From an optimization exercise on the open Yosys and OpenROAD flow, aimed at small area; shortcuts taken in it are not production practice. Only simulation tests tie the RTL to the original design; equivalence was not proved. Power figures rest on the tool's default switching activity, not on a simulated workload.

==> flow/design.v (excerpt) <==
module mesh_xy_hop_and_die_crossing_counter #(
  parameter int COORD_BITS = mxhd_pkg::COORD_BITS_DEF,
  parameter int TOTAL_BITS = mxhd_pkg::TOTAL_BITS_DEF
) (
  input  logic                              clk,
  input  logic                              rst_n,
  input  logic                              in_valid,
  output logic                              in_stall,
  input  logic                              in_operation,
  input  logic [COORD_BITS-1:0]             in_src_x,
  input  logic [COORD_BITS-1:0]             in_src_y,
  input  logic [COORD_BITS-1:0]             in_dest_x,
  input  logic [COORD_BITS-1:0]             in_dest_y,
  input  logic [mxhd_pkg::VOL_BITS-1:0]     in_volume,
  input  logic                              in_last_dest,
  output logic                              out_valid,
  input  logic                              out_stall,
  output logic [TOTAL_BITS-1:0]             out_onchip_hops_total,
  output logic [TOTAL_BITS-1:0]             out_crossing_hops_total,
  output logic                              out_saturated,
  input  logic                              cfg_valid,
  output logic                              cfg_ready,
  ...
For scale: about 590 cells after synthesis, roughly 170 I/O pins.
==> flow/config.mk <==
export PLATFORM = sky130hd
export DESIGN_NAME = mesh_xy_hop_and_die_crossing_counter
export DESIGN_NICKNAME = mesh_xy_hop_and_die_crossing_counter
export VERILOG_FILES = /design/flow/design.v
export SDC_FILE = /design/flow/constraint.sdc
export NUM_CORES = 4
export LEC_CHECK = 0
export ABC_AREA = 1
export CAP_MARGIN = 20
export CORE_MARGIN = 2
export CORE_UTILIZATION = 40
export SLEW_MARGIN = 20
==> flow/constraint.sdc <==
create_clock -name core_clock -period 8.0 [get_ports {clk}]
set_input_delay 1.6000 -clock core_clock [delete_from_list [all_inputs] [get_ports {clk}]]
set_output_delay 1.6000 -clock core_clock [all_outputs]
set_load 0.01 [all_outputs]
standard.sh (not shown) runs the stock make flow with config.mk's settings and CLKGATE_MAP_FILE= SYNTH_SCRIPT=/design/flow/synth_recipe.tcl, a recipe that flattens the netlist after the stock synthesis.
==> flow/flow/run.sh <==
#!/bin/bash
# Standard layout with three changes: each port is buffered by the smallest buffer cell, the
# clock tree uses clkbuf_8 without dummy loads, and after the standard synthesis the
# combinational logic is mapped again for area with ABC (dch and amap; every flip-flop and tie
# cell is kept as is).
set -euo pipefail
KNOBS=("BUFFER_PORTS_ARGS=-buffer_cell sky130_fd_sc_hd__buf_1"
  "CTS_ARGS=-sink_clustering_enable -repair_clock_nets -buf_list sky130_fd_sc_hd__clkbuf_8 -sink_clustering_size 16 -sink_clustering_max_diameter 100 -dont_use_dummy_load")
R=orfs/results/${FLOW_PLATFORM:-sky130hd}/mesh_xy_hop_and_die_crossing_counter/base
YOSYS=${FLOW_HOME}/../tools/install/yosys/bin/yosys
LIB=${FLOW_HOME}/platforms/sky130hd/lib/sky130_fd_sc_hd__tt_025C_1v80.lib

bash standard.sh "${KNOBS[@]}" synth > standard_synth.log 2>&1

cp $R/1_2_yosys.v $R/1_2_yosys_standard.v
KEEP=$(grep -o "sky130_fd_sc_hd__[a-z0-9_]*" $R/1_2_yosys_standard.v | sort -u | grep -E "__(df|edf|sdf|sedf|dl|conb)" | tr '\n' ' ')
cat > remap.ys <<EOT
read_liberty -ignore_miss_func $LIB
read_verilog $R/1_2_yosys_standard.v
hierarchy -top $FLOW_TOP
blackbox $KEEP
flatten
techmap
opt
abc -script flow/remap.abc -liberty $LIB -dont_use *lpflow* -dont_use *probe* -dont_use *clkbuf* -dont_use *clkinv* -dont_use *dlygate* -dont_use *dlymetal* -dont_use *clkdly*
rename -hide w:*.*
opt_clean
splitnets
opt_clean
hilomap -singleton -hicell sky130_fd_sc_hd__conb_1 HI -locell sky130_fd_sc_hd__conb_1 LO
insbuf -buf sky130_fd_sc_hd__buf_4 A X
opt_clean
stat -liberty $LIB
write_verilog -noattr -noexpr -nohex -nodec $R/1_2_yosys.v
EOT
$YOSYS -l remap.log -s remap.ys > /dev/null 2>&1
rm -f $R/1_synth.odb $R/1_synth.sdc
touch $R/1_2_yosys.v

bash standard.sh "${KNOBS[@]}" finish > standard_finish.log 2>&1
==> flow/flow/remap.abc <==
strash
 ifraig
 dc2
 dch -f
 amap
 strash
 dch -f
 amap
 topo
Edit:
--- a/flow/design.v
+++ b/flow/design.v
@@ -127,17 +127,17 @@
   state_t st;
   logic [SB-1:0] step_x, step_y;
   logic          single_die;
   logic          in_run;
   logic [CB-1:0] first_x, col_x, col_min_y, prev_y;
   logic [TB-1:0] th, tc;           
   logic          th_ovf, tc_ovf;   
   logic [UB-1:0] uh, uc;           
-  logic          wk_y;
+  logic          wk_y, wk_run, col1;
   logic [CB-1:0] p, r;
   logic [TOTAL_BITS-1:0] tot_o, tot_c;
   logic                  c_o, c_c, ovf_o, ovf_c, sat, ov;
   assign cfg_ready = 1'b1;
   always_ff @(posedge clk) begin
     if (!rst_n) begin
       step_x     <= SB'(4);
       step_y     <= SB'(4);
@@ -148,17 +148,16 @@
         2'd1: step_y <= cfg_data;
         2'd2: single_die <= cfg_data[0];
         default: begin
         end
       endcase
     end
   end
   wire op   = in_operation;
-  wire wk_run = op;   
   wire walk = (st == S_WALK);
   wire mult = (st == S_MULT);
   wire tadd = (st == S_TADD);
   wire rot  = (st == S_CLEAN) || mult || (st == S_FINAL);
   logic [CB-1:0] ca, cs, cb;
   logic [SB-1:0] s;
   always_comb begin
     cs = wk_y ? in_src_y : in_src_x;
@@ -253,36 +252,47 @@
     end else begin
       case (st)
         S_RST:   st <= S_CLEAN;
         S_CLEAN: if (k_end) st <= S_IDLE;
         S_IDLE: begin
           if (in_valid && !out_valid) begin
             st     <= op ? S_MC : S_WALK;
             wk_y   <= 1'b0;
+            wk_run <= 1'b0;
           end
         end
         S_MC: begin
-          st     <= (new_col || last) ? S_WALK : S_ACC;
-          wk_y   <= 1'b1;
+          if (new_col) begin
+            st     <= S_WALK;
+            wk_y   <= 1'b1;
+            wk_run <= 1'b1;
+            col1   <= 1'b1;
+          end else begin
+            st     <= last ? S_WALK : S_ACC;
+            wk_y   <= 1'b1;
+            wk_run <= 1'b1;
+            col1   <= 1'b0;
+          end
         end
         S_WALK: begin
           if (p_end) begin
             if (!wk_run) begin
               st <= S_MULT;
             end else begin
               st <= S_TADD;
             end
           end
         end
         S_TADD: begin
           if (t_end) begin
             if (!wk_y) begin
               st <= S_MULT;
-            end else if (new_col) begin
+            end else if (col1) begin
+              col1 <= 1'b0;
               st   <= last ? S_WALK : S_ACC;
             end else begin
               st   <= S_WALK;
               wk_y <= 1'b0;
             end
           end
         end
         S_MULT:  if (j_end && rest_zero) st <= S_FINAL;
@@ -295,17 +305,17 @@
               st <= S_ACC;
             end
           end
         end
         default: st <= S_IDLE;
       endcase
     end
   end
-  wire col1_end = tadd && t_end && wk_y && new_col;
+  wire col1_end = walk && p_end && wk_y && wk_run && col1;
   always_ff @(posedge clk) begin
     if (st == S_MC && !in_run) first_x <= in_dest_x;
     if ((st == S_MC && !in_run) || col1_end) begin
       col_x     <= in_dest_x;
       col_min_y <= in_dest_y;
     end
     if ((st == S_MC && !new_col) || col1_end) prev_y <= in_dest_y;
   end
Outcome: Design area rose by about 1.3%; register-to-register slack improves by 0.44 ns; via count rises by 0.70%; non-clock buffer count does not change; wire length came out higher by about 5%; die area increases by about 1.3%; total power goes up by about 0.5%; combinational power stays flat; setup slack gets better by 0.82 ns; critical path depth fell by 4; global-route usage grows by 0.22 points; area after synthesis came out higher by 1.4%; worst hold slack improved by 0.0092 ns.

[static timing again, ports no longer ideal]
The results above use ideal ports. As a check the final layouts listed here were re-extracted and re-timed, cells and wires unchanged. Step 1: set_driving_cell puts a clkbuf_16 on clk and a buf_2 on each other input, an assumption about the parent block. Step 2 adds t to the input delays and takes it off the output delays; t is the mean of the earliest and latest rising clock arrival at the registers after step 1. Input paths then give back, and output paths get back, about the clock's delay inside the block. a / b / c = ideal / step 1 / step 2; a / b = the first two.
run | t, ns | setup slack, ns | worst setup path at the end | worst register clock-pin slew, ns | pins driven straight from the clock port
the first run | 0.478 | 3.749 / 3.747 / 3.269 | input to register | 0.11 / 0.11 | 1
the second run | 0.512 | 4.571 / 4.571 / 4.189 | input to register | 0.11 / 0.11 | 1
After both steps every run listed still meets setup and hold. For the first run, which loses most, drivers alone change the setup slack by -0.002 ns; drivers and shift together by -0.480 ns.
